This design comes from an exercise in tuning for small area, a short achievable clock period and few clock cycles per item on the open sky130 flow, not from production work.
At most, simulation tests tie the RTL to the original design; equivalence was not proved.
Only the layout flow was run in runs 1 to 4; the RTL was not checked for function there.

==> design/flow/design.v <==
package pipe_divider_pkg;
    localparam int W = 32;
endpackage
module pipe_divider_lzc (
    input  logic [31:0] x,
    output logic [5:0]  n
);
    logic [31:0]  z;
    logic [31:0]  nz;
    logic [159:0] c;
    logic [159:0] nc;
    integer       l;
    integer       i;
    always_comb begin
        z  = ~x;
        c  = '0;
        nz = '0;
        nc = '0;
        for (l = 0; l < 5; l = l + 1) begin
            nz = '0;
            nc = '0;
            for (i = 0; i < 16; i = i + 1) begin
                nz[i] = z[2*i+1] & z[2*i];
                nc[i*5 +: 5] = z[2*i+1] ? (c[(2*i)*5 +: 5] | (5'd1 << l)) : c[(2*i+1)*5 +: 5];
            end
            z = nz;
            c = nc;
        end
        n = z[0] ? 6'd32 : {1'b0, c[4:0]};
    end
endmodule
module pipe_divider (
    input  logic        clk,
    input  logic        rst,
    input  logic        in_valid,
    output logic        in_ready,
    input  logic [31:0] dividend,
    input  logic [31:0] divisor,
    output logic        out_valid,
    input  logic        out_ready,
    output logic [31:0] quotient,
    output logic [31:0] remainder,
    output logic        div_by_zero
);
    localparam logic [1:0] S_IDLE  = 2'd0;
    localparam logic [1:0] S_ALIGN = 2'd1;
    localparam logic [1:0] S_STEP  = 2'd2;
    localparam logic [1:0] S_DONE  = 2'd3;
    logic [1:0]  st;
    logic [31:0] rem;      
    logic [32:0] dv;       
    logic [31:0] q;        
    logic [3:0]  cnt;      
    logic        dz;
    logic [3:0]  sh;       
    logic        fin;      
    logic        shz;      
    logic [5:0]  clz_a;
    logic [5:0]  clz_b;
    logic [6:0]  sh_in;
    logic        b_zero;
    logic        accept;
    logic        step;
    logic [33:0] d3;       
    logic [31:0] r1, r2, r3;
    logic        c1, c2, c3;
    logic [31:0] rn;
    logic [1:0]  qd;
    pipe_divider_lzc u_lzc_a (.x(dividend), .n(clz_a));
    pipe_divider_lzc u_lzc_b (.x(divisor),  .n(clz_b));
    assign b_zero = (divisor == 32'd0);
    assign sh_in  = {1'b0, clz_b} - {1'b0, clz_a};
    assign out_valid = (st == S_DONE) || (st == S_ALIGN && fin);
    assign in_ready  = (st == S_IDLE) || (out_valid && out_ready);
    assign accept    = in_valid && in_ready;
    assign step      = (st == S_STEP) || (st == S_ALIGN && !fin && shz);
    assign d3 = {1'b0, dv} + {2'b00, dv[32:1]};
    assign c1 = {1'b0, rem} >= dv[32:1];
    assign c2 = {1'b0, rem} >= dv;
    assign c3 = {2'b00, rem} >= d3;
    assign r1 = rem - dv[32:1];
    assign r2 = rem - dv[31:0];
    assign r3 = rem - d3[31:0];
    assign qd = c3 ? 2'd3 : c2 ? 2'd2 : c1 ? 2'd1 : 2'd0;
    assign rn = c3 ? r3 : c2 ? r2 : r1;
    always_ff @(posedge clk or posedge rst)
        if (rst)
            st <= S_IDLE;
        else if (accept)
            st <= S_ALIGN;
        else if (st == S_ALIGN)
            st <= (fin && out_ready) ? S_IDLE : (fin || shz) ? S_DONE : S_STEP;
        else if (st == S_STEP && cnt == 4'd0)
            st <= S_DONE;
        else if (out_valid && out_ready)
            st <= S_IDLE;
    always_ff @(posedge clk) begin
        sh  <= sh_in[4:1];
        fin <= b_zero || sh_in[6];
        shz <= (sh_in[4:1] == 4'd0);
        if (accept)
            dv <= {divisor, 1'b0};
        else if (st == S_ALIGN)
            dv <= dv << {sh, 1'b0};
        else
            dv <= dv >> 2;
        if (st == S_ALIGN)
            cnt <= sh;
        else
            cnt <= cnt - 4'd1;
    end
    always_ff @(posedge clk) begin
        if (accept) begin
            rem <= dividend;
            q   <= {32{b_zero}};
            dz  <= b_zero;
        end else if (step) begin
            if (c1)
                rem <= rn;
            q   <= {q[29:0], qd};
        end
    end
    assign quotient    = q;
    assign remainder   = rem;
    assign div_by_zero = dz;
endmodule
==> design/flow/run.sh <==
#!/bin/bash
# synth_recipe.tcl (not shown) runs the flow's synth.tcl, then flattens the netlist and writes it again
# the make line also repeats each setting of config.mk as NAME=value (left out here)
make -C /OpenROAD-flow-scripts/flow DESIGN_CONFIG=/design/flow/config.mk WORK_HOME=/design/flow/orfs CLKGATE_MAP_FILE= SYNTH_SCRIPT=/design/flow/synth_recipe.tcl finish
==> design/flow/config.mk <==
export PLATFORM = sky130hd
export DESIGN_NAME = pipe_divider
export DESIGN_NICKNAME = pipe_divider
export VERILOG_FILES = /design/flow/design.v
export SDC_FILE = /design/flow/constraint.sdc
export NUM_CORES = 4
export LEC_CHECK = 0
export CAP_MARGIN = 20
export CORE_MARGIN = 2
export CORE_UTILIZATION = 40
export SETUP_SLACK_MARGIN = 2.0
export SLEW_MARGIN = 20
==> design/flow/constraint.sdc <==
create_clock -name core_clock -period 5.5 [get_ports {clk}]
set_input_delay 1.1000 -clock core_clock [delete_from_list [all_inputs] [get_ports {clk}]]
set_output_delay 1.1000 -clock core_clock [all_outputs]
set_load 0.01 [all_outputs]
==> results_dict.tcl, run 1 <==
set metrics [dict create \
    viasPerCell 6.14 \
    fmax_mhz 201 \
    wl_per_cell_um 21.9 \
    yosys.area_share.adder_pct 12.9 \
    cts_max_path_buffers 2 \
    dieArea_sq_um 36500 \
    max_cap_viol_count 0 \
    die_w_um 191 \
    min_period_ns 4.97 \
    hold_viol 0 \
    grt_overflow 0 \
    setup_violations 0 \
    synth_ff_type "edfxtp_1" \
    yosysMostFrequentCell "nand2_1" \
    num_rows 68 \
    hold_path.class "flop to flop" \
    min_to "cnt[0]$_DFF_P_" \
    critPathBufInv 3 \
    yosys_warnings 2 \
    synth-compound-area-share_pct 30.4 \
    clk_transition_reported_paths_ns 0.09 \
    worst_ep_required_time_ns 5.63 \
    r2r_start "dv[1]$_DFF_P_" \
    crit_path_end_kind "flop" \
    status "no timing/DRC/antenna violations" \
    routabilityCongestion 0.984 \
    cts_root_buffer "clkbuf_16" \
    final_nets 2199 \
    design.core.area_sq_um 34500 \
    route.detailed.drc 0 \
    vias 15000 \
    holdPathStages 1 \
    area_growth_pct 26.7 \
    synth_nets 2020 \
    arrival_ns 5.10 \
    cp_top_family "compound AO/OA/AOI/OAI gates" \
    start_kind "flop" \
    critPathMaxFanout 6 \
    ant_nets 0 \
    first_pass_iters 6 \
    yosys.area.top_type_share_pct 14.8 \
    synth_area_sq_um 14000 \
    period_share_pct 90.4 \
    ys_top_cells_by_area "edfxtp_1, ha_1, a21oi_1, dfxtp_1, nand2_1" \
    cp_slowest_cell "dfxtp_4" \
    max_slew_margin_pct 24.3 \
    drive_gt1_share_pct 15.9 \
    clock_sinks 110 \
    htreeDepth 3 \
    synth.area.mux_share_pct 4.70 \
    start_util_pct 40.6 \
    tightest_slew_ns 1.13 \
    synthSimpleGateAreaFrac_pct 20.1 \
    post-route-util_pct 51.4 \
    tns_ns 0 \
    dp_hpwl_um 41800 \
    slew_viol_final 0 \
    netlist_instances 1811 \
    cts_tree "built" \
    yosysUniqueCellTypes 93 \
    yosysTopAreaCell "edfxtp_1" \
    grt_pass1_vias 14000 \
    io_pins 135 \
    synth_area_per_cell_sq_um 7.73 \
    reg2reg_depth 23 \
    grt_max_degree 113 \
    wl_um 53700 \
    worstSetupPathType "flop to flop" \
    ys_top_cells_by_count "nand2_1, nor2_1, a21oi_1, ha_1, o21ai_0" \
    async_flop_share_pct 1.82 \
    drtIter0Drc 1543 \
    fin_cells 2450 \
    rsz0062_at_grt "yes" \
    critical-path-max-stage-delay_ns 0.38 \
    cts_buffers 9 \
    portBuffers 134 \
    post-place-cells 2369 \
    synthXorXnorAreaFrac_pct 6.20 \
    holdWs_ns 0.473 \
    yosysSeqAreaShare_pct 20.7 \
    reg2reg_to "rem[22]$_DFFE_PP_" \
    synth_top_family_by_area "compound AO/OA/AOI/OAI gates" \
    antenna-diode-count 0 \
    grt_pass1_wl_um 80500 \
    track_usage_pct 28.6 \
    yosys_register_bits 110 \
    fin_skew_ns 0.0184 \
    clk_latency_ns 0.39 \
    antenna_found_initial 0 \
    ff2ff_setup_slack_ns 0.53 \
    fp.dieH_um 191 \
    path_cells "ha_4 > fa_2 > a21o_1 > a221o_1 > o2111ai_2 > a21oi_2 > o21ai_2 > a21oi_2 > o31a_1 > nor4b_2 > nor3b_2 > ha_1 > nand3_2 > nor2_2 > and3_4 > a31oi_4 > a221oi_4 > buf_6 > buf_4 > o21ai_4 > buf_6 > a31oi_1 > a22oi_1" \
    worstHoldStart "cnt[0]$_DFF_P_" \
    synth-edff-count 69 \
]
## timing repair
action | 4_1_cts | 5_1_grt
resized for setup | 158 | 80
setup endpoints to repair | 73 | 71
buffers inserted | 42 | 19
hold buffers | 0 | 0
gates cloned | 3 | 1
endpoints found under the hold margin | 0 | 0
pin swaps | 50 | 48
## kinds of logic after synthesis
kind of cell | Yosys count
AND/OR/NAND/NOR | 586
XOR/XNOR | 99
AO/OA/AOI/OAI | 643
flip-flops | 110
buffers and inverters | 173
adder cells (fa/ha/maj) | 141
multiplexers | 59
## registers in the layout, indices dropped and copies added, names as in the netlist
name and cells:
sh 4, dv 33, fin 1, cnt 4, shz 1, dz 1, st 2, rem 32
q 32
## worst register-to-register path: cells and delay by family, from the launching register on
family                   cells  cell delay, ns
buffers and inverters        3            0.42
AO/OA/AOI/OAI               12            2.28
adder cells (fa/ha/maj)      3            0.83
AND/OR/NAND/NOR              5            0.82
flip-flops                   1            0.38
## through the flow
| stage | area, sq um | setup WS, ns |
|---|---|---|
| 2_1_floorplan | 14200 | 0.853 |
| 3_3_place_gp | 16200 | 0.0772 |
| 3_5_place_dp | 16200 | 0.00542 |
| 4_1_cts | 17200 | 0.527 |
| 5_1_grt | 17700 | 0.307 |
| 6_report | 17700 | 0.526 |
## how the worst max path moves through the flow
stage,from,endpoint,cells after the start
2_1_floorplan,dv[1]$_DFF_P_,rem[25]$_DFFE_PP_,22
3_3_place_gp,dv[2]$_DFF_P_,rem[1]$_DFFE_PP_,20
5_1_grt,dv[1]$_DFF_P_,rem[22]$_DFFE_PP_,23
3_5_place_dp,dv[2]$_DFF_P_,rem[13]$_DFFE_PP_,20
4_1_cts,dv[1]$_DFF_P_,rem[3]$_DFFE_PP_,21
6_report,dv[1]$_DFF_P_,rem[22]$_DFFE_PP_,23
## metal layers
layer / wire length [um] / track usage [%]
met5: 0 / 0
met4: 1920 / 10.4
met3: 3600 / 2.75
met2: 23900 / 45.3
met1: 24300 / 40.2
## layout by cell type (no fill, tap or decap), types with 17 or more instances in the layout
cell type | Yosys | routed
o21ai_0 | 123 | 108
o21bai_1 | 23 | 21
inv_1 | 95 | 92
nand2b_1 | 24 | 22
clkdlybuf4s50_1 | 0 | 100
buf_4 | 2 | 92
xnor2_1 | 57 | 57
nor3_1 | 43 | 35
o211ai_1 | 26 | 26
nand2_1 | 175 | 168
a21oi_1 | 170 | 153
mux2i_1 | 48 | 48
edfxtp_1 | 69 | 69
xor2_1 | 42 | 41
a21o_1 | 69 | 69
nor2_1 | 172 | 163
dfxtp_1 | 39 | 30
o31ai_1 | 20 | 17
a21oi_2 | 1 | 17
nor2b_1 | 28 | 26
nand3_1 | 29 | 27
ha_1 | 136 | 125
a211oi_1 | 36 | 27
a31oi_1 | 29 | 24
## layout make-up
type,count,area (sq um)
Multi-Input combinational cell,1530,11300
Clock buffer,11,255
Inverter,96,360
Sequential cell,110,2920
Timing Repair Buffer,243,2270
Fill cell,3344,16700
Tap cell,455,569
Clock inverter,5,56.3
==> run 2, diff against run 1 <==
--- a/design/flow/design.v
+++ b/design/flow/design.v
@@ -62,7 +62,9 @@
     logic        accept;
     logic        step;
-    logic [33:0] d3;       
-    logic [31:0] r1, r2, r3;
-    logic        c1, c2, c3;
+    logic [33:0] d1;
+    logic        c1;
+    logic [31:0] r1;
+    logic [32:0] d2;
+    logic        c2;
     logic [31:0] rn;
     logic [1:0]  qd;
@@ -75,13 +77,11 @@
     assign accept    = in_valid && in_ready;
     assign step      = (st == S_STEP) || (st == S_ALIGN && !fin && shz);
-    assign d3 = {1'b0, dv} + {2'b00, dv[32:1]};
-    assign c1 = {1'b0, rem} >= dv[32:1];
-    assign c2 = {1'b0, rem} >= dv;
-    assign c3 = {2'b00, rem} >= d3;
-    assign r1 = rem - dv[32:1];
-    assign r2 = rem - dv[31:0];
-    assign r3 = rem - d3[31:0];
-    assign qd = c3 ? 2'd3 : c2 ? 2'd2 : c1 ? 2'd1 : 2'd0;
-    assign rn = c3 ? r3 : c2 ? r2 : r1;
+    assign c1 = {1'b0, rem} >= dv;
+    assign d1 = {2'b00, rem} - {1'b0, dv};
+    assign r1 = c1 ? d1[31:0] : rem;
+    assign c2 = r1 >= dv[32:1];
+    assign d2 = {1'b0, r1} - {1'b0, dv[32:1]};
+    assign rn = c2 ? d2[31:0] : r1;
+    assign qd = {c1, c2};
     always_ff @(posedge clk or posedge rst)
         if (rst)
@@ -116,6 +116,5 @@
             dz  <= b_zero;
         end else if (step) begin
-            if (c1)
-                rem <= rn;
+            rem <= rn;
             q   <= {q[29:0], qd};
         end
--- a/design/flow/config.mk
+++ b/design/flow/config.mk
@@ -9,4 +9,4 @@
 export CORE_MARGIN = 2
 export CORE_UTILIZATION = 40
-export SETUP_SLACK_MARGIN = 2.0
+export SETUP_SLACK_MARGIN = 1.5
 export SLEW_MARGIN = 20
==> results_dict.tcl, run 2 <==
set metrics [dict create \
    yosys_warnings 2 \
    yosysUniqueCellTypes 86 \
    ff_latch_area_sq_um 2930 \
    grt_pass1_vias 11200 \
    final_nets 1725 \
    clk_transition_reported_paths_ns 0.09 \
    yosys.area.top_type_share_pct 19.5 \
    cts_root_buffer "clkbuf_16" \
    drtIter0Drc 1484 \
    critPathMaxFanout 6 \
    period_share_pct 91.7 \
    num_rows 59 \
    worstSetupPathType "flop to flop" \
    n_fill_cell 2364 \
    cp_slowest_cell "dfxtp_1" \
    arrival_ns 5.18 \
    area_growth_pct 41.4 \
    fin_ws_ns 0.456 \
    route.detailed.drc 0 \
    setup_violations 0 \
    start_util_pct 40.7 \
    clk_latency_ns 0.38 \
    synth_ff_type "edfxtp_1" \
    antenna_found_initial 0 \
    yosys_register_bits 110 \
    track_usage_pct 29.3 \
    drive_gt1_share_pct 24.7 \
    dp_slack_ns 0.0794 \
    min_period_ns 5.04 \
    max_cap_viol_count 0 \
    path_cells "inv_1 > ha_1 > nand4_1 > nor4_2 > a31oi_1 > o21ai_1 > a22o_1 > a31o_4 > buf_12 > buf_16 > mux2_4 > ha_4 > a21o_1 > a211oi_4 > a211oi_2 > nor2_2 > o211ai_1 > buf_4 > a311o_1 > a21o_1 > xor2_1 > a221o_1" \
    status "no timing/DRC/antenna violations" \
    holdWs_ns 0.480 \
    viasPerCell 6.08 \
    grt_pass1_wl_um 64100 \
    dieArea_sq_um 27900 \
    cts_hold_buf 0 \
    htreeDepth 3 \
    yosysTopAreaCell "edfxtp_1" \
    slew_viol_final 0 \
    async_flop_share_pct 1.82 \
    netlist_instances 1348 \
    cts_max_path_buffers 2 \
    start_kind "flop" \
    ys_top_cells_by_area "edfxtp_1, ha_1, dfxtp_1, a21oi_1, nor2_1" \
    cts_buffers 9 \
    wl_per_cell_um 21.8 \
    grt_max_degree 59 \
    dp_hpwl_um 30700 \
    hold_viol 0 \
    first_pass_iters 16 \
    io_pins 135 \
    vias 11700 \
    multi_input_area_sq_um 8260 \
    tightest_slew_ns 0.737 \
    hold_path.class "flop to flop" \
    grt_overflow 0 \
    design.core.area_sq_um 26100 \
    routabilityCongestion 0.945 \
    worst_ep_required_time_ns 5.63 \
    synth_area_sq_um 10600 \
    largest_register_ffs 33 \
    synth_area_per_cell_sq_um 7.90 \
    portBuffers 134 \
    die_w_um 167 \
    ys_top_cells_by_count "a21oi_1, nor2_1, nand2_1, o21ai_0, inv_1" \
    wl_um 42000 \
    yosysSeqAreaShare_pct 27.3 \
    final_cell_mix "nor2_1, buf_4, clkdlybuf4s50_1, a21oi_1, nand2_1" \
    reg_top3 "dv (33), q (32), rem (32)" \
    ant_nets 0 \
    fmax_mhz 198 \
    synth_nets 1490 \
    yosysMostFrequentCell "a21oi_1" \
    tns_ns 0 \
    regMostFlops "dv" \
    antenna-diode-count 0 \
    clock_sinks 110 \
    synth-edff-count 69 \
    fin_skew_ns 0.0142 \
    cts_tree "built" \
    crit_top_cell "a21o_1" \
    critical-path-max-stage-delay_ns 0.44 \
    crit_path_end_kind "flop" \
    max_slew_margin_pct 49.6 \
    fp.dieH_um 167 \
    rsz0062_at_grt "yes" \
]
==> run 2: cell types whose count changed in the layout (fill, tap and decap cells not counted), sizes merged, moves of 19 or more <==
cell,change
o21ai,-36
xnor2,-22
buf,+41
ha,-65
mux2,+22
a21oi,-21
nand2,-39
inv,-19
clkdlybuf4s50,+32
mux2i,-21
nor2,-33
==> run 2: layer usage <==
| metal | routed length (um) | GRT usage, % | vias up |
|---|---|---|---|
| li1 | - | - | 5453 |
| met2 | 18700 | 46.3 | 578 |
| met5 | 0 | 0 | - |
| met3 | 3420 | 5.32 | 88 |
| met4 | 1380 | 10.2 | 0 |
| met1 | 18400 | 40.5 | 5569 |
==> run 2: area by class of cell <==
| cell class | instances | area share [%] |
|---|---|---|
| Multi-Input combinational cell | 1092 | 54.9 |
| Sequential cell | 110 | 19.5 |
| Timing Repair Buffer | 294 | 18.9 |
| Tap cell | 335 | 2.78 |
| Inverter | 76 | 1.94 |
| Clock buffer | 9 | 1.50 |
| Clock inverter | 7 | 0.590 |
==> run 2: through the flow <==
| stage | util (%) | cells | cell area, sq um |
|---|---|---|---|
| floorplan | - | 1348 | 10900 |
| global placement | 49.4 | 1826 | 12900 |
| detailed placement | 49.4 | 1826 | 12900 |
| CTS | 56.1 | 1910 | 14700 |
| global route | 57.6 | 1923 | 15100 |
| finish | 57.6 | 1923 | 15100 |
==> run 2: kinds of logic (layout without fill, tap and decap cells) <==
| kind of cell | Yosys count | after routing | synth area share (%) |
|---|---|---|---|
| buf+inv | 146 | 386 | 5.55 |
| mux | 60 | 60 | 6.49 |
| compound gates | 460 | 460 | 27.9 |
| simple gates | 438 | 438 | 19.0 |
| xor+xnor | 60 | 60 | 4.94 |
| flops | 110 | 110 | 27.3 |
| fa+ha+maj | 74 | 74 | 8.91 |
==> run 2: worst paths after layout <==
kind                            cells after the start  slack [ns]                end            from
min in group asynchronous                           2        0.86  st[0]$_DFFE_PP0P_             rst
worst min register to register                      1        0.48     cnt[0]$_DFF_P_  cnt[0]$_DFF_P_
worst max register to register                     22        0.46  rem[29]$_DFFE_PP_  dv[21]$_DFF_P_
worst min-delay path                                1        0.48     cnt[0]$_DFF_P_  cnt[0]$_DFF_P_
worst max-delay path                               22        0.46  rem[29]$_DFFE_PP_  dv[21]$_DFF_P_
max in group asynchronous                           2        4.54  st[1]$_DFFE_PP0P_             rst
==> run 2: what timing repair did <==
item | CTS | global route
cloned | 7 | 1
pin swaps | 62 | 34
hold endpoints to repair | 0 | 0
setup buffers | 61 | 12
resized for setup | 177 | 60
endpoints found under the setup margin | 36 | 37
==> run 2: worst max-delay path, delay by kind of cell (launching register included) <==
kind / cells / cell delay, ns
adders and majority gates: 2 / 0.59
buffers and inverters: 4 / 0.60
and+or+nand+nor: 3 / 0.65
AOI/OAI and AO/OA: 11 / 2.04
DFF: 1 / 0.44
muxes: 1 / 0.35
xor gates and xnor gates: 1 / 0.14
==> run 3, diff against run 2 <==
==> design/flow/design.v (replaced) <==
package pipe_divider_pkg;
    localparam int W = 32;
endpackage
module pipe_divider_lzc (
    input  logic [31:0] x,
    output logic [5:0]  n
);
    logic [31:0]  z;
    logic [31:0]  nz;
    logic [159:0] c;
    logic [159:0] nc;
    integer       l;
    integer       i;
    always_comb begin
        z  = ~x;
        c  = '0;
        nz = '0;
        nc = '0;
        for (l = 0; l < 5; l = l + 1) begin
            nz = '0;
            nc = '0;
            for (i = 0; i < 16; i = i + 1) begin
                nz[i] = z[2*i+1] & z[2*i];
                nc[i*5 +: 5] = z[2*i+1] ? (c[(2*i)*5 +: 5] | (5'd1 << l)) : c[(2*i+1)*5 +: 5];
            end
            z = nz;
            c = nc;
        end
        n = z[0] ? 6'd32 : {1'b0, c[4:0]};
    end
endmodule
module pipe_divider (
    input  logic        clk,
    input  logic        rst,
    input  logic        in_valid,
    output logic        in_ready,
    input  logic [31:0] dividend,
    input  logic [31:0] divisor,
    output logic        out_valid,
    input  logic        out_ready,
    output logic [31:0] quotient,
    output logic [31:0] remainder,
    output logic        div_by_zero
);
    logic        busy;
    logic        done;
    logic [31:0] rem;
    logic [32:0] dv;
    logic [31:0] q;
    logic [3:0]  cnt;
    logic        dz;
    logic [5:0]  clz_a;
    logic [5:0]  clz_b;
    logic [6:0]  shamt;
    logic        b_zero;
    logic        accept;
    logic [33:0] d1;
    logic        ge1;
    logic [31:0] r1;
    logic [32:0] d2;
    logic        ge2;
    logic [31:0] r2;
    pipe_divider_lzc u_lzc_a (.x(dividend), .n(clz_a));
    pipe_divider_lzc u_lzc_b (.x(divisor),  .n(clz_b));
    assign b_zero = clz_b[5];
    assign shamt  = {1'b0, clz_b} - {1'b0, clz_a};
    assign in_ready  = !busy && (!done || out_ready);
    assign accept    = in_valid && in_ready;
    assign out_valid = done;
    assign d1  = {2'b00, rem} - {1'b0, dv};
    assign ge1 = !d1[33];
    assign r1  = ge1 ? d1[31:0] : rem;
    assign d2  = {1'b0, r1} - {1'b0, dv[32:1]};
    assign ge2 = !d2[32];
    assign r2  = ge2 ? d2[31:0] : r1;
    always_ff @(posedge clk or posedge rst)
        if (rst) begin
            busy <= 1'b0;
            done <= 1'b0;
        end else if (accept) begin
            busy <= !(b_zero || shamt[6]);
            done <= b_zero || shamt[6];
        end else if (busy) begin
            busy <= (cnt != 4'd0);
            done <= (cnt == 4'd0);
        end else if (out_ready) begin
            done <= 1'b0;
        end
    always_ff @(posedge clk)
        if (accept) begin
            rem <= dividend;
            dv  <= {divisor, 1'b0} << {shamt[4:1], 1'b0};
            q   <= {32{b_zero}};
            cnt <= shamt[4:1];
            dz  <= b_zero;
        end else if (busy) begin
            rem <= r2;
            q   <= {q[29:0], ge1, ge2};
            dv  <= dv >> 2;
            cnt <= cnt - 4'd1;
        end
    assign quotient    = q;
    assign remainder   = rem;
    assign div_by_zero = dz;
endmodule
--- a/design/flow/config.mk
+++ b/design/flow/config.mk
@@ -9,4 +9,4 @@
 export CORE_MARGIN = 2
 export CORE_UTILIZATION = 40
-export SETUP_SLACK_MARGIN = 1.5
+export SETUP_SLACK_MARGIN = 1.7
 export SLEW_MARGIN = 20
==> results_dict.tcl, run 3 <==
set metrics [dict create \
    rsz0062_at_grt "yes" \
    synth_area_sq_um 10100 \
    yosys_warnings 2 \
    worst_ep_required_time_ns 5.59 \
    clk_transition_reported_paths_ns 0.09 \
    worstSetupPathType "flop to flop" \
    hold_viol 0 \
    reg_top3 "dv (33), q (32), rem (32)" \
    synth_area_per_cell_sq_um 8.93 \
    grt_overflow 0 \
    io_pins 135 \
    n_fill_cell 1981 \
    routabilityCongestion 0.932 \
    period_share_pct 97.7 \
    yosysUniqueCellTypes 81 \
    grt_pass1_vias 10500 \
    yosysTopAreaCell "edfxtp_1" \
    track_usage_pct 28.1 \
    cts_hold_buf 0 \
    grt_use_met2_pct 47.9 \
    num_rows 58 \
    ys_top_cells_by_area "edfxtp_1, ha_1, mux2i_1, a21oi_1, a21o_1" \
    use_met3_pct 4.15 \
    fin_skew_ns 0.0119 \
    async_flop_share_pct 1.92 \
    yosysMostFrequentCell "a21oi_1" \
    cts_tree "built" \
    clock_sinks 104 \
    post-place-cells 1677 \
    route.detailed.drc 0 \
    vias 10600 \
    synthXorXnorAreaFrac_pct 5.11 \
    yosys.area.top_type_share_pct 30.4 \
    grt_max_degree 93 \
    hold_path.class "flop to flop" \
    top_usage_layer "met2" \
    start_kind "flop" \
    cts_root_buffer "clkbuf_16" \
    synth-compound-area-share_pct 25.0 \
    fmax_mhz 186 \
    fp.dieH_um 163 \
    final_nets 1610 \
    dieArea_sq_um 26500 \
    tightest_slew_ns 1.05 \
    first_pass_iters 6 \
    regMostFlops "dv" \
    dp_hpwl_um 26500 \
    synth_ff_type "edfxtp_1" \
    cts_max_path_buffers 2 \
    ant_nets 0 \
    yosys_register_bits 104 \
    arrival_ns 5.46 \
    largest_register_ffs 33 \
    status "no timing/DRC/antenna violations" \
    die_w_um 163 \
    synthSimpleGateAreaFrac_pct 14.2 \
    slew_viol_final 0 \
    max_cap_viol_count 0 \
    final_cell_mix "buf_4, edfxtp_1, a21oi_1, clkdlybuf4s50_1, nor2_1" \
    min_period_ns 5.37 \
    use_met1_pct 36.3 \
    crit_path_end_kind "flop" \
    netlist_instances 1129 \
    wl_per_cell_um 22.0 \
    design.core.area_sq_um 25000 \
    synth_top_family_by_area "compound AO/OA/AOI/OAI gates" \
    antenna_found_initial 0 \
    post-route-util_pct 64.1 \
    viasPerCell 5.90 \
    wl_um 39600 \
    antenna-diode-count 0 \
    start_util_pct 40.4 \
    drive_gt1_share_pct 38.9 \
    drtIter0Drc 878 \
    clk_latency_ns 0.37 \
    htreeDepth 3 \
    ys_top_cells_by_count "a21oi_1, edfxtp_1, nand2_1, nor2_1, ha_1" \
    max_slew_margin_pct 30.0 \
    synth_nets 1270 \
    fin_cells 1804 \
    grt_pass1_wl_um 57800 \
    cts_buffers 9 \
    synth-edff-count 102 \
    layout_commonest_cell "buf_4" \
    setup_violations 0 \
    critPathMaxFanout 7 \
    area_growth_pct 58.6 \
    synth.area.mux_share_pct 10.4 \
    yosysSeqAreaShare_pct 30.9 \
    yosys.area_share.adder_pct 9.28 \
    portBuffers 134 \
]
-- run 3: cell count changes in the layout (fill, tap and decap cells not counted), moves of 22 or more --
cell | before | now
dlygate4sd2_1 | 0 | 25
buf_6 | 10 | 40
mux2i_4 | 0 | 33
dfxtp_1 | 23 | 0
edfxtp_1 | 69 | 102
nand2_1 | 126 | 69
buf_4 | 134 | 179
clkdlybuf4s50_1 | 132 | 72
o21ai_0 | 67 | 31
nor2_1 | 134 | 71
a21oi_1 | 128 | 81
o21ai_1 | 17 | 39
-- run 3: critical path: stages, from the launching register on --
cell and delay [ns]:
edfxtp_1 0.48, ha_4 0.35, nand4_1 0.18, or3_4 0.43
o2111a_2 0.32, nor2_4 0.12, o41ai_4 0.08, buf_4 0.17
buf_8 0.14, buf_4 0.13, mux2_4 0.32, ha_4 0.27
o211ai_1 0.08, o211ai_1 0.30, a221oi_2 0.13, o211ai_1 0.35
o211ai_2 0.14, a21oi_2 0.28, a31o_2 0.27, buf_12 0.15
buf_12 0.12, a21oi_1 0.06, o21ai_1 0.12, o21ai_1 0.07
-- run 3: per-layer routing --
layer / vias to the layer above / part of all wire [%]
met1: 5203 / 42
met2: 433 / 48
met3: 104 / 5.7
met4: 0 / 4.1
met5: - / 0
li1: 4907 / -
-- run 3: cell families after synthesis --
| family | after synthesis |
|---|---|
| AOI/OAI and AO/OA | 382 |
| and+or+nand+nor | 295 |
| buffers and inverters | 119 |
| DFF | 104 |
| muxes | 98 |
| adders and majority gates | 73 |
| xor gates and xnor gates | 58 |
-- run 3: final timing paths --
kind	slack, ns	cells past startpoint	from	to
worst max-delay path	0.13	23	rem[19]$_DFFE_PP_	rem[2]$_DFFE_PP_
worst min-delay path	0.55	1	q[9]$_DFFE_PP_	q[11]$_DFFE_PP_
worst max register to register	0.13	23	rem[19]$_DFFE_PP_	rem[2]$_DFFE_PP_
worst min register to register	0.55	1	q[9]$_DFFE_PP_	q[11]$_DFFE_PP_
max in group asynchronous	4.52	2	rst	busy$_DFF_PP0_
min in group asynchronous	0.87	2	rst	done$_DFFE_PP0P_
-- run 3: metrics by stage --
step | area [sq um] | worst slack, ns | hold WS (ns) | TNS, ns
after floorplan | 10500 | 0.547 | 0.478 | 0
after global placement | 13000 | -0.174 | 0.524 | -0.521
after detailed placement | 13000 | -0.254 | 0.532 | -1.11
after CTS | 15200 | 0.235 | 0.553 | 0
after global routing | 16000 | -0.0489 | 0.571 | -0.207
final | 16000 | 0.127 | 0.549 | 0
-- run 3: area by class of cell --
type	instances	area (sq um)	area share [%]
clock buffer	9	225	1.41
clock inverter	7	91.3	0.571
sequential	104	3110	19.5
multi-input combinational	906	8290	51.9
timing repair buffer	379	3600	22.5
inverter	69	259	1.62
tap	330	413	2.58
-- run 3: what timing repair did --
| action | in CTS | in global routing |
|---|---|---|
| setup endpoints to repair | 71 | 71 |
| gates cloned | 6 | 0 |
| resized for setup | 369 | 137 |
| buffers inserted | 75 | 30 |
| pin swaps | 73 | 58 |
==> run 4, diff against run 3 <==
==> design/flow/design.v (replaced) <==
package pipe_divider_pkg;
    localparam int W = 32;
endpackage
module pipe_divider_lzc (
    input  logic [31:0] x,
    output logic [5:0]  n
);
    logic [31:0]  z;
    logic [31:0]  nz;
    logic [159:0] c;
    logic [159:0] nc;
    integer       l;
    integer       i;
    always_comb begin
        z  = ~x;
        c  = '0;
        nz = '0;
        nc = '0;
        for (l = 0; l < 5; l = l + 1) begin
            nz = '0;
            nc = '0;
            for (i = 0; i < 16; i = i + 1) begin
                nz[i] = z[2*i+1] & z[2*i];
                nc[i*5 +: 5] = z[2*i+1] ? (c[(2*i)*5 +: 5] | (5'd1 << l)) : c[(2*i+1)*5 +: 5];
            end
            z = nz;
            c = nc;
        end
        n = z[0] ? 6'd32 : {1'b0, c[4:0]};
    end
endmodule
module pipe_divider (
    input  logic        clk,
    input  logic        rst,
    input  logic        in_valid,
    output logic        in_ready,
    input  logic [31:0] dividend,
    input  logic [31:0] divisor,
    output logic        out_valid,
    input  logic        out_ready,
    output logic [31:0] quotient,
    output logic [31:0] remainder,
    output logic        div_by_zero
);
    logic        s_idle;
    logic        s_align;
    logic        s_step;
    logic        s_done;
    logic [31:0] rem;      
    logic [31:0] dv;       
    logic [31:0] q;        
    logic [4:0]  cnt;      
    logic        dz;
    logic [4:0]  ca;       
    logic [4:0]  cb;       
    logic        shz;      
    logic [5:0]  clz_a;
    logic [5:0]  clz_b;
    logic        b_zero;
    logic        fin;
    logic        accept;
    logic        leave;
    logic [4:0]  shamt;
    logic        step;
    logic        last;
    logic [31:0] diff;
    logic        ge;
    pipe_divider_lzc u_lzc_a (.x(dividend), .n(clz_a));
    pipe_divider_lzc u_lzc_b (.x(divisor),  .n(clz_b));
    assign b_zero = (divisor == 32'd0);
    assign fin    = b_zero || (clz_b < clz_a);
    assign out_valid = s_done;
    assign leave     = s_done && out_ready;
    assign in_ready  = s_idle || leave;
    assign accept    = in_valid && in_ready;
    assign shamt = cb - ca;
    assign step  = s_step || (s_align && shz);
    assign last  = s_step ? (cnt == 5'd0) : shz;
    assign ge   = rem >= dv;
    assign diff = rem - dv;
    always_ff @(posedge clk or posedge rst)
        if (rst) begin
            s_idle  <= 1'b1;
            s_align <= 1'b0;
            s_step  <= 1'b0;
            s_done  <= 1'b0;
        end else begin
            s_idle  <= (s_idle || leave) && !in_valid;
            s_align <= accept && !fin;
            s_step  <= (s_align && !shz) || (s_step && cnt != 5'd0);
            s_done  <= (accept && fin) || ((s_align || s_step) && last) || (s_done && !out_ready);
        end
    always_ff @(posedge clk) begin
        ca  <= clz_a[4:0];
        cb  <= clz_b[4:0];
        shz <= (clz_a == clz_b);
        if (accept)
            dv <= divisor;
        else if (s_align)
            dv <= dv << shamt;
        else
            dv <= dv >> 1;
        if (s_align)
            cnt <= shamt;
        else
            cnt <= cnt - 5'd1;
    end
    always_ff @(posedge clk) begin
        if (accept) begin
            rem <= dividend;
            q   <= {32{b_zero}};
            dz  <= b_zero;
        end else if (step) begin
            if (ge)
                rem <= diff;
            q   <= {q[30:0], ge};
        end
    end
    assign quotient    = q;
    assign remainder   = rem;
    assign div_by_zero = dz;
endmodule
==> design/flow/flow/run.sh (new file) <==
#!/bin/bash
# Standard layout (the standard.sh, unchanged synthesis and steps), except that the
# port buffers that global placement inserts use the smallest plain buffer instead of
# the delay buffer buffer_ports picks by default. Each port still gets its own buffer.
set -euo pipefail
export BUFFER_PORTS_ARGS="-buffer_cell sky130_fd_sc_hd__buf_1"
bash standard.sh > standard.log 2>&1
==> design/flow/standard.sh (new file) <==
#!/bin/bash
# synth_recipe.tcl (not shown) runs the flow's synth.tcl, then flattens the netlist and writes it again
# the make line also repeats each setting of config.mk as NAME=value (left out here)
make -C /OpenROAD-flow-scripts/flow DESIGN_CONFIG=/design/flow/config.mk WORK_HOME=/design/flow/orfs CLKGATE_MAP_FILE= SYNTH_SCRIPT=/design/flow/synth_recipe.tcl "${@:-finish}"
--- a/design/flow/config.mk
+++ b/design/flow/config.mk
@@ -9,4 +9,5 @@
 export CORE_MARGIN = 2
 export CORE_UTILIZATION = 40
-export SETUP_SLACK_MARGIN = 1.7
+export CTS_BUF_LIST = sky130_fd_sc_hd__clkbuf_8
+export SETUP_SLACK_MARGIN = 2.2
 export SLEW_MARGIN = 20
removed: design/flow/run.sh
==> results_dict.tcl, run 4 <==
set metrics [dict create \
    status "no timing/DRC/antenna violations" \
    cp_slowest_cell "or4_4" \
    drive_gt1_share_pct 10.6 \
    drtIter0Drc 986 \
    multi_input_area_sq_um 5460 \
    yosys.area.top_type_share_pct 22.9 \
    io_pins 135 \
    synthXorXnorAreaFrac_pct 3.44 \
    antenna-diode-count 0 \
    area_growth_pct 16.6 \
    cts_hold_buf 0 \
    min_period_ns 3.28 \
    worstHoldStart "shz$_DFF_P_" \
    portBuffers 134 \
    ys_top_cells_by_area "edfxtp_1, dfxtp_1, mux4_2, ha_1, nor2_1" \
    reg_top3 "dv (32), q (32), rem (32)" \
    route.detailed.drc 0 \
    final_nets 1244 \
    ys_top_cells_by_count "nor2_1, nand2_1, a21oi_1, edfxtp_1, inv_1" \
    max_cap_viol_count 0 \
    ant_nets 0 \
    synth-compound-area-share_pct 22.0 \
    worst-path-stages 15 \
    cts_tree "built" \
    yosys_warnings 2 \
    holdPathStages 1 \
    grt_max_degree 65 \
    layout_commonest_cell "buf_1" \
    synth_ff_type "edfxtp_1" \
    synth_nets 1119 \
    path_cells "buf_1 > or4_4 > nor4b_4 > buf_4 > a21oi_2 > nor2b_4 > nand3_1 > o41ai_1 > ha_1 > a21oi_1 > nor2_1 > a211oi_2 > nor2_1 > nor2_1 > a221o_1" \
    vias 8430 \
    arrival_ns 3.61 \
    grt_pass1_vias 7972 \
    critPathMaxFanout 4 \
    antenna_found_initial 0 \
    yosys.area_share.adder_pct 6.72 \
    ff_latch_area_sq_um 3040 \
    cts_buffers 17 \
    cp_top_family "simple AND/OR/NAND/NOR gates" \
    hold_viol 0 \
    crit_start "divisor[5]" \
    setup_violations 0 \
    num_rows 54 \
    synth_area_sq_um 8790 \
    design.core.area_sq_um 21700 \
    tns_ns 0 \
    yosys_register_bits 117 \
    fin_skew_ns 0.0151 \
    crit_path_end_kind "flop" \
    die_w_um 152 \
    critPathBufInv 2 \
    wl_um 29200 \
    yosysUniqueCellTypes 68 \
    rsz0062_at_grt "yes" \
    grt_pass1_wl_um 44800 \
    synth-edff-count 67 \
    synth.area.mux_share_pct 10.3 \
    fp.dieH_um 152 \
    clk_latency_ns 0.46 \
    reg2reg_depth 10 \
    routabilityCongestion 0.973 \
    yosysSeqAreaShare_pct 34.5 \
    synth_top_family_by_area "compound AO/OA/AOI/OAI gates" \
    start_util_pct 40.5 \
    r2r_start "dv[17]$_DFF_P_" \
    netlist_instances 1005 \
    cts_root_buffer "clkbuf_8" \
    critical-path-max-stage-delay_ns 0.58 \
    start_kind "primary input" \
    n_fill_cell 2119 \
    cts_max_path_buffers 2 \
    clk_transition_reported_paths_ns 0.07 \
    viasPerCell 5.92 \
    synth_area_per_cell_sq_um 8.75 \
    htreeDepth 4 \
    tightest_slew_ns 0.868 \
    worst_ep_required_time_ns 5.83 \
    dp_hpwl_um 21900 \
    slew_viol_final 0 \
    wl_per_cell_um 20.5 \
    dieArea_sq_um 23200 \
    grt_overflow 0 \
    final_cell_mix "buf_1, nor2_1, nand2_1, a21oi_1, inv_1" \
    worstSetupPathType "primary input to flop" \
    async_flop_share_pct 3.42 \
    track_usage_pct 24.7 \
    max_slew_margin_pct 41.7 \
    hold_path.class "flop to flop" \
    clock_sinks 117 \
    period_share_pct 59.6 \
    yosysMostFrequentCell "nor2_1" \
    synthSimpleGateAreaFrac_pct 17.3 \
    crit_top_cell "nor2_1" \
    first_pass_iters 7 \
    fmax_mhz 305 \
    yosysTopAreaCell "edfxtp_1" \
]
==> run 4: cell types whose count changed in the layout (fill, tap and decap cells not counted), sizes merged, moves of 27 or more <==
| cell | delta |
|---|---|
| buf | -103 |
| clkdlybuf4s50 | -72 |
| dfxtp | +46 |
| mux2i | -39 |
| edfxtp | -35 |
| nor2 | +30 |
| mux2 | -27 |
==> run 4: final timing paths <==
path / end / slack (ns)
worst max-delay path: s_done$_DFF_PP0_ / 2.22
worst min-delay path: s_step$_DFF_PP0_ / 0.44
worst max register to register: rem[16]$_DFFE_PP_ / 2.32
worst min register to register: s_step$_DFF_PP0_ / 0.44
max in group asynchronous: s_idle$_DFF_PP1_ / 4.72
min in group asynchronous: s_step$_DFF_PP0_ / 0.52
==> run 4: area by class of cell <==
type / instances / share of cell area, %
clock buffers: 17 / 2.28
clock inverters: 15 / 1.86
inverters: 68 / 2.49
multi-input cells: 770 / 53.3
flip-flops and latches: 117 / 29.6
well taps: 280 / 3.42
repair buffers: 156 / 7.00
==> run 4: what timing repair did <==
action / 4_1_cts / 5_1_grt
endpoints found under the setup margin: 50 / 40
pin swaps: 3 / 13
buffers inserted: 2 / 10
gates cloned: 1 / 0
resized for setup: 5 / 17
==> run 4: logic make-up after synthesis <==
group,Yosys count
buf+inv,119
flops,117
compound gates,296
simple gates,337
mux,58
xor+xnor,32
fa+ha+maj,46
==> run 4: worst register-to-register path, delay by kind of cell (launching register included) <==
kind	cells	cell delay, ns
AOI/OAI and AO/OA	6	1.52
DFF	1	0.46
adders and majority gates	1	0.39
buffers and inverters	2	0.31
and+or+nand+nor	1	0.27
==> run 4: metal layers <==
metal  wire length, um  share of wire, %  track usage [%]  up-vias
met5                 0                 0                0        -
met4              1020               3.5             9.79        0
met3              2130               7.3             4.95       58
met2             13200                45             38.5      381
met1             12800                44             33.7     4026
li1                  -                 -                -     3965
==> run 4: stage by stage <==
| stage | cells | instance area (sq um) | util [%] | hold WS, ns | setup WS [ns] |
|---|---|---|---|---|---|
| global placement | 1377 | 9550 | 44.0 | 0.416 | 1.35 |
| global route | 1423 | 10200 | 47.2 | 0.472 | 2.10 |
| finish | 1423 | 10200 | 47.2 | 0.440 | 2.22 |
| CTS | 1412 | 10000 | 46.2 | 0.435 | 2.08 |
| detailed placement | 1377 | 9550 | 44.0 | 0.427 | 1.21 |
| floorplan | 1005 | 8840 | - | 0.408 | 2.12 |
==> run 5, diff against run 4 <==
--- a/design/flow/design.v
+++ b/design/flow/design.v
@@ -57,4 +57,5 @@
     logic [5:0]  clz_a;
     logic [5:0]  clz_b;
+    logic [31:0] a_smear;
     logic        b_zero;
     logic        fin;
@@ -68,6 +69,11 @@
     pipe_divider_lzc u_lzc_a (.x(dividend), .n(clz_a));
     pipe_divider_lzc u_lzc_b (.x(divisor),  .n(clz_b));
+    always_comb begin
+        a_smear[31] = dividend[31];
+        for (int i = 30; i >= 0; i--)
+            a_smear[i] = a_smear[i+1] | dividend[i];
+    end
     assign b_zero = (divisor == 32'd0);
-    assign fin    = b_zero || (clz_b < clz_a);
+    assign fin    = b_zero || |(divisor & ~a_smear);
     assign out_valid = s_done;
     assign leave     = s_done && out_ready;
==> results_dict.tcl, run 5 <==
set metrics [dict create \
    status "no timing/DRC/antenna violations" \
    worstSetupPathType "flop to flop" \
    drtIter0Drc 899 \
    cts_hold_buf 0 \
    crit_end "rem[8]$_DFFE_PP_" \
    fin_skew_ns 0.0133 \
    clk_transition_reported_paths_ns 0.08 \
    routabilityCongestion 0.955 \
    period_share_pct 59.0 \
    rsz0062_at_grt "yes" \
    synth_ff_type "edfxtp_1" \
    max_cap_viol_count 0 \
    hold_path.class "flop to flop" \
    final_cell_mix "buf_1, nor2_1, a21oi_1, inv_1, nand2_1" \
    start_util_pct 40.5 \
    yosysTopAreaCell "edfxtp_1" \
    grt_pass1_wl_um 46300 \
    setup_violations 0 \
    netlist_instances 993 \
    cts_max_path_buffers 2 \
    async_flop_share_pct 3.42 \
    hold_viol 0 \
    ff2ff_setup_slack_ns 2.26 \
    reg2reg_depth 11 \
    fmax_mhz 308 \
    vias 8373 \
    synth_area_per_cell_sq_um 8.88 \
    cts_root_buffer "clkbuf_8" \
    fp.dieH_um 152 \
    route.detailed.drc 0 \
    drive_gt1_share_pct 9.22 \
    wl_per_cell_um 21.2 \
    grt_overflow 0 \
    max_slew_margin_pct 31.9 \
    final_nets 1223 \
    yosys_register_bits 117 \
    synth_nets 1101 \
    yosysUniqueCellTypes 73 \
    yosys.area.top_type_share_pct 22.8 \
    ys_top_cells_by_area "edfxtp_1, dfxtp_1, a21oi_1, ha_1, mux4_2" \
    wl_um 29900 \
    dieArea_sq_um 23300 \
    critPathMaxFanout 8 \
    viasPerCell 5.94 \
    portBuffers 134 \
    tightest_slew_ns 1.02 \
    first_pass_iters 5 \
    htreeDepth 4 \
    r2r_start "rem[0]$_DFFE_PP_" \
    clk_latency_ns 0.46 \
    io_pins 135 \
    min_period_ns 3.24 \
    cts_tree "built" \
    start_kind "flop" \
    slew_viol_final 0 \
    yosysMostFrequentCell "nor2_1" \
    synth-edff-count 67 \
    yosysSeqAreaShare_pct 34.4 \
    die_w_um 152 \
    holdWs_ns 0.474 \
    dp_hpwl_um 22100 \
    num_rows 54 \
    antenna_found_initial 2 \
    crit_path_end_kind "flop" \
    crit_start "rem[0]$_DFFE_PP_" \
    design.core.area_sq_um 21800 \
    area_growth_pct 15.3 \
    arrival_ns 3.39 \
    worst_ep_required_time_ns 5.64 \
    layout_commonest_cell "buf_1" \
    yosys_warnings 2 \
    synth_area_sq_um 8820 \
    grt_max_degree 71 \
    grt_pass1_vias 8122 \
    reg_top3 "dv (32), q (32), rem (32)" \
    tns_ns 0 \
    cts_buffers 17 \
    track_usage_pct 25.3 \
    reg2reg_to "rem[8]$_DFFE_PP_" \
    clock_sinks 117 \
    ys_top_cells_by_count "nor2_1, a21oi_1, inv_1, nand2_1, edfxtp_1" \
    ant_nets 0 \
]
-- run 5: worst min path at each step --
stage,from,endpoint,slack [ns],cells after the start
after CTS,rst,s_step$_DFF_PP0_,0.48,2
after detailed placement,cnt[0]$_DFF_P_,cnt[0]$_DFF_P_,0.46,1
final,cnt[0]$_DFF_P_,cnt[0]$_DFF_P_,0.47,1
after floorplan,shz$_DFF_P_,s_step$_DFF_PP0_,0.41,1
after global placement,cnt[0]$_DFF_P_,cnt[0]$_DFF_P_,0.45,1
after global routing,rst,s_done$_DFF_PP0_,0.49,2
-- run 5: routing by layer --
| layer | routed length [um] | GRT usage, % | vias to the layer above |
|---|---|---|---|
| li1 | - | - | 3933 |
| met1 | 12800 | 33.8 | 4038 |
| met2 | 13900 | 40.7 | 353 |
| met3 | 2410 | 6.09 | 49 |
| met4 | 750 | 7.67 | 0 |
| met5 | 0 | 0 | - |
-- run 5: area by class of cell --
cell class                 count  area, sq um
clock inverter                13          154
antenna                        2         5.00
multi-input combinational    753         5430
sequential                   117         3030
timing repair buffer         151          658
tap                          280          350
clock buffer                  19          262
inverter                      75          282
fill                        2206        11600
-- run 5: logic make-up (layout without fill, tap and decap cells) --
family | after synthesis | after routing | synth area share, %
AO/OA/AOI/OAI | 320 | 320 | 23.9
AND/OR/NAND/NOR | 283 | 286 | 15.6
buffers and inverters | 126 | 258 | 5.65
flip-flops | 117 | 117 | 34.4
multiplexers | 66 | 66 | 10.5
XOR/XNOR | 41 | 41 | 4.07
adder cells (fa/ha/maj) | 40 | 40 | 5.85
other | 0 | 2 | 0
-- run 5: critical path, cell delays in order (launching register included) --
cell and delay, ns:
edfxtp_1 0.34, inv_1 0.04, ha_1 0.22, fa_1 0.43, nor2b_1 0.19, o31a_1 0.27
o311a_1 0.22, a21oi_2 0.09, o211ai_1 0.23, a21oi_1 0.14, o31ai_4 0.37, and2_2 0.37
-- run 5: timing repair --
| action | in CTS | in global routing |
|---|---|---|
| hold endpoints to repair | 0 | 0 |
| endpoints found under the setup margin | 49 | 49 |
| cloned | 1 | 2 |
| gates resized for setup | 5 | 14 |
| buffers inserted | 4 | 1 |
| pin swaps | 1 | 4 |
-- run 5: through the flow --
stage / util (%) / area [sq um] / cells / setup slack [ns]
finish: 46.7 / 10200 / 1410 / 2.26
global route: 46.7 / 10200 / 1410 / 2.13
CTS: 46.3 / 10100 / 1405 / 2.24
detailed placement: 44.0 / 9580 / 1368 / 1.74
global placement: 44.0 / 9580 / 1368 / 1.80
floorplan: - / 8820 / 993 / 2.44
Testbench counts of run 5, summed over its fixed seeds: cycles 69,732, items 8,000.
==> run 6, diff against run 5 <==
--- a/design/flow/config.mk
+++ b/design/flow/config.mk
@@ -6,4 +6,5 @@
 export NUM_CORES = 4
 export LEC_CHECK = 0
+export ABC_AREA = 1
 export CAP_MARGIN = 20
 export CORE_MARGIN = 2
==> results_dict.tcl, run 6 <==
set metrics [dict create \
    cts_root_buffer "clkbuf_8" \
    final_cell_mix "nand2_1, inv_1, buf_1, o21ai_0, nor2_1" \
    antenna_found_initial 0 \
    ff_latch_area_sq_um 3030 \
    clk_latency_ns 0.46 \
    fin_skew_ns 0.0235 \
    holdWs_ns 0.458 \
    dp_hpwl_um 25600 \
    route.detailed.drc 0 \
    start_kind "flop" \
    drtIter0Drc 1143 \
    crit_path_end_kind "flop" \
    htreeDepth 4 \
    cts_max_path_buffers 2 \
    grt_overflow 0 \
    reg2reg_depth 12 \
    cts_tree "built" \
    hold_viol 0 \
    start_util_pct 40.6 \
    yosysSeqAreaShare_pct 33.1 \
    min_period_ns 3.11 \
    crit_top_cell "nand2_1" \
    fmax_mhz 321 \
    grt_pass1_wl_um 49300 \
    grt_pass1_vias 8641 \
    yosys_register_bits 117 \
    track_usage_pct 26.8 \
    hold_path.class "flop to flop" \
    design.core.area_sq_um 22600 \
    cp_slowest_cell "o21ai_0" \
    netlist_instances 1316 \
    worst-path-stages 12 \
    critical-path-max-stage-delay_ns 0.73 \
    io_pins 135 \
    layout_commonest_cell "nand2_1" \
    ant_nets 0 \
    path_cells "ha_1 > inv_1 > fa_1 > xnor2_2 > buf_4 > inv_2 > nand2_1 > o21ai_1 > o21ai_0 > o22ai_1 > nand2_1 > nand2_1" \
    ys_top_cells_by_area "edfxtp_1, nand2_1, dfxtp_1, o21ai_0, inv_1" \
    viasPerCell 5.49 \
    n_fill_cell 2386 \
    rsz0062_at_grt "yes" \
    r2r_start "ca[0]$_DFF_P_" \
    yosys.area.top_type_share_pct 22.0 \
    critPathMaxFanout 34 \
    vias 9454 \
    arrival_ns 3.47 \
    synth_area_per_cell_sq_um 6.96 \
    cp_top_family "compound AO/OA/AOI/OAI gates" \
    max_cap_viol_count 0 \
    ff2ff_setup_slack_ns 2.39 \
    first_pass_iters 5 \
    status "no timing/DRC/antenna violations" \
    grt_max_degree 87 \
    setup_violations 0 \
    clock_sinks 117 \
    reg_top3 "dv (32), q (32), rem (32)" \
    tightest_slew_ns 0.992 \
    fp.dieH_um 155 \
    crit_start "ca[0]$_DFF_P_" \
    synth_nets 1424 \
    worst_ep_required_time_ns 5.86 \
    critPathBufInv 3 \
    clk_transition_reported_paths_ns 0.09 \
    cts_hold_buf 0 \
    wl_per_cell_um 18.9 \
    synth_area_sq_um 9160 \
    area_growth_pct 12.1 \
    design_area_sq_um 10300 \
    portBuffers 134 \
    synth-edff-count 67 \
    period_share_pct 56.6 \
    ys_top_cells_by_count "nand2_1, inv_1, o21ai_0, nor2_1, a21oi_1" \
    wl_um 32500 \
    crit_end "dv[27]$_DFF_P_" \
    die_w_um 155 \
    final_nets 1531 \
    yosysMostFrequentCell "nand2_1" \
    multi_input_area_sq_um 5320 \
    tns_ns 0 \
    routabilityCongestion 0.991 \
    slew_viol_final 0 \
    reg2reg_to "dv[27]$_DFF_P_" \
    cts_buffers 17 \
    dieArea_sq_um 24100 \
    postPlaceCellArea_sq_um 9850 \
    yosysTopAreaCell "edfxtp_1" \
    synth_ff_type "edfxtp_1" \
    num_rows 55 \
    yosys_warnings 2 \
    async_flop_share_pct 3.42 \
    worstSetupPathType "flop to flop" \
    drive_gt1_share_pct 6.62 \
    max_slew_margin_pct 33.7 \
    yosysUniqueCellTypes 57 \
]
-- run 6: cell types whose count changed after synthesis, moves of 17 or more --
cell / delta
inv_1: +73
mux4_2: -21
a21o_1: -42
nand3_1: +56
nor2b_1: -17
o21ai_0: +78
nand2_1: +303
mux2i_1: -27
-- run 6: cell families (layout without fill, tap and decap cells) --
logic type	count (synthesis)	count (layout)	synth area share [%]
other cells	0	1	0
compound gates	320	320	20.2
buf+inv	210	330	9.01
simple gates	602	602	29.2
xor+xnor	13	13	1.32
fa+ha+maj	40	40	5.63
mux	14	14	1.53
flops	117	117	33.1
-- run 6: final cells by class --
class / count / share of cell area (%)
Inverter: 158 / 5.81
Sequential cell: 117 / 29.6
Multi-Input combinational cell: 989 / 51.8
Clock buffer: 17 / 2.28
Antenna cell: 1 / 0.0244
Tap cell: 285 / 3.47
Clock inverter: 15 / 1.72
Timing Repair Buffer: 140 / 5.34
-- run 6: metrics by stage --
stage	cells	setup slack (ns)	util [%]
floorplan	1316	2.39	-
global placement	1689	1.97	43.6
finish	1722	2.39	45.5
global route	1721	2.17	45.5
detailed placement	1689	1.92	43.6
CTS	1721	2.23	45.5
-- run 6: how the worst min path moves through the flow --
stage | cells past startpoint | slack (ns) | endpoint | from
after floorplan | 1 | 0.41 | s_step$_DFF_PP0_ | shz$_DFF_P_
after global placement | 1 | 0.44 | s_step$_DFF_PP0_ | shz$_DFF_P_
after detailed placement | 1 | 0.43 | s_step$_DFF_PP0_ | shz$_DFF_P_
after CTS | 1 | 0.45 | s_step$_DFF_PP0_ | shz$_DFF_P_
after global routing | 2 | 0.49 | s_done$_DFF_PP0_ | rst
final | 1 | 0.46 | s_step$_DFF_PP0_ | shz$_DFF_P_
-- run 6: timing repair --
action,CTS,global route
endpoints found under the setup margin,32,41
setup buffers,0,0
pin swaps,0,0
resized for setup,1,3
cloned,0,0
-- run 6: metal layers --
layer	global-route usage, %	share of wire [%]	vias to the layer above
met1	36.7	44	4297
met4	7.30	2.0	0
met3	6.41	9.5	40
met5	0	0	-
met2	42.2	44	454
li1	-	-	4663
==> run 7, diff against run 6 <==
--- a/design/flow/config.mk
+++ b/design/flow/config.mk
@@ -6,9 +6,8 @@
 export NUM_CORES = 4
 export LEC_CHECK = 0
-export ABC_AREA = 1
 export CAP_MARGIN = 20
 export CORE_MARGIN = 2
 export CORE_UTILIZATION = 40
 export CTS_BUF_LIST = sky130_fd_sc_hd__clkbuf_8
-export SETUP_SLACK_MARGIN = 2.2
+export SETUP_SLACK_MARGIN = 1.8
 export SLEW_MARGIN = 20
==> results_dict.tcl, run 7 <==
set metrics [dict create \
    vias 8316 \
    min_period_ns 3.40 \
    arrival_ns 3.69 \
    cts_max_path_buffers 2 \
    yosysTopAreaCell "edfxtp_1" \
    num_rows 54 \
    antenna_found_initial 0 \
    start_kind "flop" \
    final_nets 1219 \
    wl_per_cell_um 21.0 \
    ff_latch_area_sq_um 3030 \
    multi_input_area_sq_um 5320 \
    fp.dieH_um 152 \
    ys_top_cells_by_area "edfxtp_1, dfxtp_1, a21oi_1, ha_1, mux4_2" \
    cts_root_buffer "clkbuf_8" \
    reg_top3 "dv (32), q (32), rem (32)" \
    tns_ns 0 \
    clk_transition_reported_paths_ns 0.08 \
    dieArea_sq_um 23300 \
    crit_path_end_kind "flop" \
    yosys.area.top_type_share_pct 22.8 \
    grt_pass1_vias 8063 \
    slew_viol_final 0 \
    ys_top_cells_by_count "nor2_1, a21oi_1, inv_1, nand2_1, edfxtp_1" \
    cts_tree "built" \
    max_slew_margin_pct 28.8 \
    viasPerCell 5.92 \
    final_cell_mix "buf_1, nor2_1, a21oi_1, inv_1, nand2_1" \
    area_growth_pct 13.8 \
    synth_area_per_cell_sq_um 8.88 \
    setup_violations 0 \
    wl_um 29500 \
    yosys_warnings 2 \
    cts_buffers 17 \
    ff2ff_setup_slack_ns 2.10 \
    drtIter0Drc 888 \
    fin_cells 1404 \
    worstSetupPathType "flop to flop" \
    period_share_pct 61.7 \
    route.detailed.drc 0 \
    status "no timing/DRC/antenna violations" \
    critical-path-max-stage-delay_ns 1.10 \
    start_util_pct 40.5 \
    clk_latency_ns 0.45 \
    track_usage_pct 25.1 \
    yosysMostFrequentCell "nor2_1" \
    clock_sinks 117 \
    cts_hold_buf 0 \
    post-route-util_pct 46.1 \
    synth_ff_type "edfxtp_1" \
    portBuffers 134 \
    antenna-diode-count 0 \
    netlist_instances 993 \
    cp_slowest_cell "fa_4" \
    fmax_mhz 295 \
    synth_nets 1101 \
    yosysSeqAreaShare_pct 34.4 \
    n_fill_cell 2193 \
    fin_skew_ns 0.0116 \
    grt_pass1_wl_um 45900 \
    hold_viol 0 \
    dp_hpwl_um 22600 \
    hold_path.class "flop to flop" \
    async_flop_share_pct 3.42 \
    post-place-cells 1371 \
    path_cells "inv_1 > ha_1 > inv_1 > fa_4 > mux4_2 > mux2i_1 > mux2i_1 > a222oi_1 > a21oi_1" \
    tightest_slew_ns 1.07 \
    synth-edff-count 67 \
    max_cap_viol_count 0 \
    yosys_register_bits 117 \
    first_pass_iters 6 \
    die_w_um 152 \
    layout_commonest_cell "buf_1" \
    yosysUniqueCellTypes 73 \
    worst_ep_required_time_ns 5.80 \
    routabilityCongestion 0.993 \
    htreeDepth 4 \
    synth_area_sq_um 8820 \
    grt_overflow 0 \
    drive_gt1_share_pct 8.01 \
    io_pins 135 \
    ant_nets 0 \
    critPathMaxFanout 20 \
    design.core.area_sq_um 21800 \
    rsz0062_at_grt "no" \
    grt_max_degree 75 \
]
[run 7: changes by cell type after synthesis, moves of 16 or more]
cell | previous run | this run
nand2_1 | 375 | 72
o21ai_0 | 120 | 42
inv_1 | 148 | 75
nand3_1 | 70 | 14
a21o_1 | 7 | 49
mux2i_1 | 14 | 41
mux4_2 | 0 | 21
nor2b_1 | 0 | 17
o221ai_1 | 16 | 0
xor2_1 | 6 | 22
[run 7: final cells by class]
class	instances	share of cell area (%)
clock buffers	21	2.88
clock inverters	11	1.21
inverters	75	2.81
multi-input cells	750	53.1
flip-flops and latches	117	30.2
well taps	280	3.49
repair buffers	150	6.32
[run 7: critical path, delay by kind of cell, from the launching register on]
kind            cells  cell delay [ns]
compound gates      2             0.67
fa+ha+maj           2             1.22
flops               1             0.30
mux                 3             0.93
buf+inv             2             0.10
[run 7: stage by stage]
| stage | instance area (sq um) | hold WS (ns) | worst slack [ns] |
|---|---|---|---|
| after CTS | 10000 | 0.484 | 1.90 |
| after floorplan | 8820 | 0.408 | 1.81 |
| final | 10000 | 0.483 | 2.10 |
| after global routing | 10000 | 0.483 | 1.84 |
| after global placement | 9600 | 0.456 | 1.83 |
| after detailed placement | 9600 | 0.467 | 1.85 |
[run 7: path summary, 6_finish.rpt]
check | end | cells past startpoint | start
worst min-delay path | cnt[0]$_DFF_P_ | 1 | cnt[0]$_DFF_P_
worst min register to register | cnt[0]$_DFF_P_ | 1 | cnt[0]$_DFF_P_
worst max register to register | dv[19]$_DFF_P_ | 9 | cb[0]$_DFF_P_
worst max-delay path | dv[19]$_DFF_P_ | 9 | cb[0]$_DFF_P_
max in group asynchronous | s_idle$_DFF_PP1_ | 2 | rst
min in group asynchronous | s_done$_DFF_PP0_ | 2 | rst
[run 7: cells by family (layout without fill, tap and decap cells)]
kind of cell             Yosys count  count (layout)  share of synthesized area (%)
AND/OR/NAND/NOR                  283             283                           15.6
XOR/XNOR                          41              41                           4.07
buffers and inverters            126             257                           5.65
flip-flops                       117             117                           34.4
AO/OA/AOI/OAI                    320             320                           23.9
multiplexers                      66              66                           10.5
adder cells (fa/ha/maj)           40              40                           5.85
[run 7: what timing repair did]
action | in CTS | in global routing
setup endpoints to repair | 0 | 32
gates resized for setup | 0 | 4
setup buffers | 0 | 1
[run 7: metal layers]
layer  routed length [um]  vias up  track usage, %
li1                     -     3916               -
met1                12400     3967            33.5
met2                13800      365            39.9
met3                 2120       68            4.75
met4                 1240        0            11.3
met5                    0        -               0

-- port drivers added, routing unchanged --
Ports are ideal in the flow. The routed layouts listed here were re-timed in OpenROAD. Step 1 assumes that a clkbuf_16 drives the clock port and a buf_2 every other input. Step 2 also shifts input and output timing later by t, the mid clock arrival at the registers, as if the neighbouring blocks saw the same clock. Slacks: ideal ports / drivers / drivers and shift; pairs: ideal ports / drivers.
run	t, ns	slack for setup (ns)	hold WS [ns]
run 1	0.428	0.526 / 0.526 / 0.526	0.473 / 0.473 / 0.473
run 2	0.416	0.456 / 0.456 / 0.456	0.480 / 0.480 / 0.480
run 3	0.412	0.127 / 0.127 / 0.127	0.549 / 0.549 / 0.549
run 4	0.492	2.221 / 2.235 / 1.743	0.440 / 0.440 / 0.440
run 5	0.492	2.256 / 2.256 / 1.931	0.474 / 0.461 / 0.474
run 6	0.493	2.385 / 2.385 / 2.025	0.458 / 0.458 / 0.458
run 7	0.485	2.105 / 2.105 / 1.837	0.483 / 0.481 / 0.483
After both steps setup and hold are still met in every run listed. The setup slack of run 4, which loses most, moves by +0.014 ns with the drivers and by -0.478 ns with both steps.
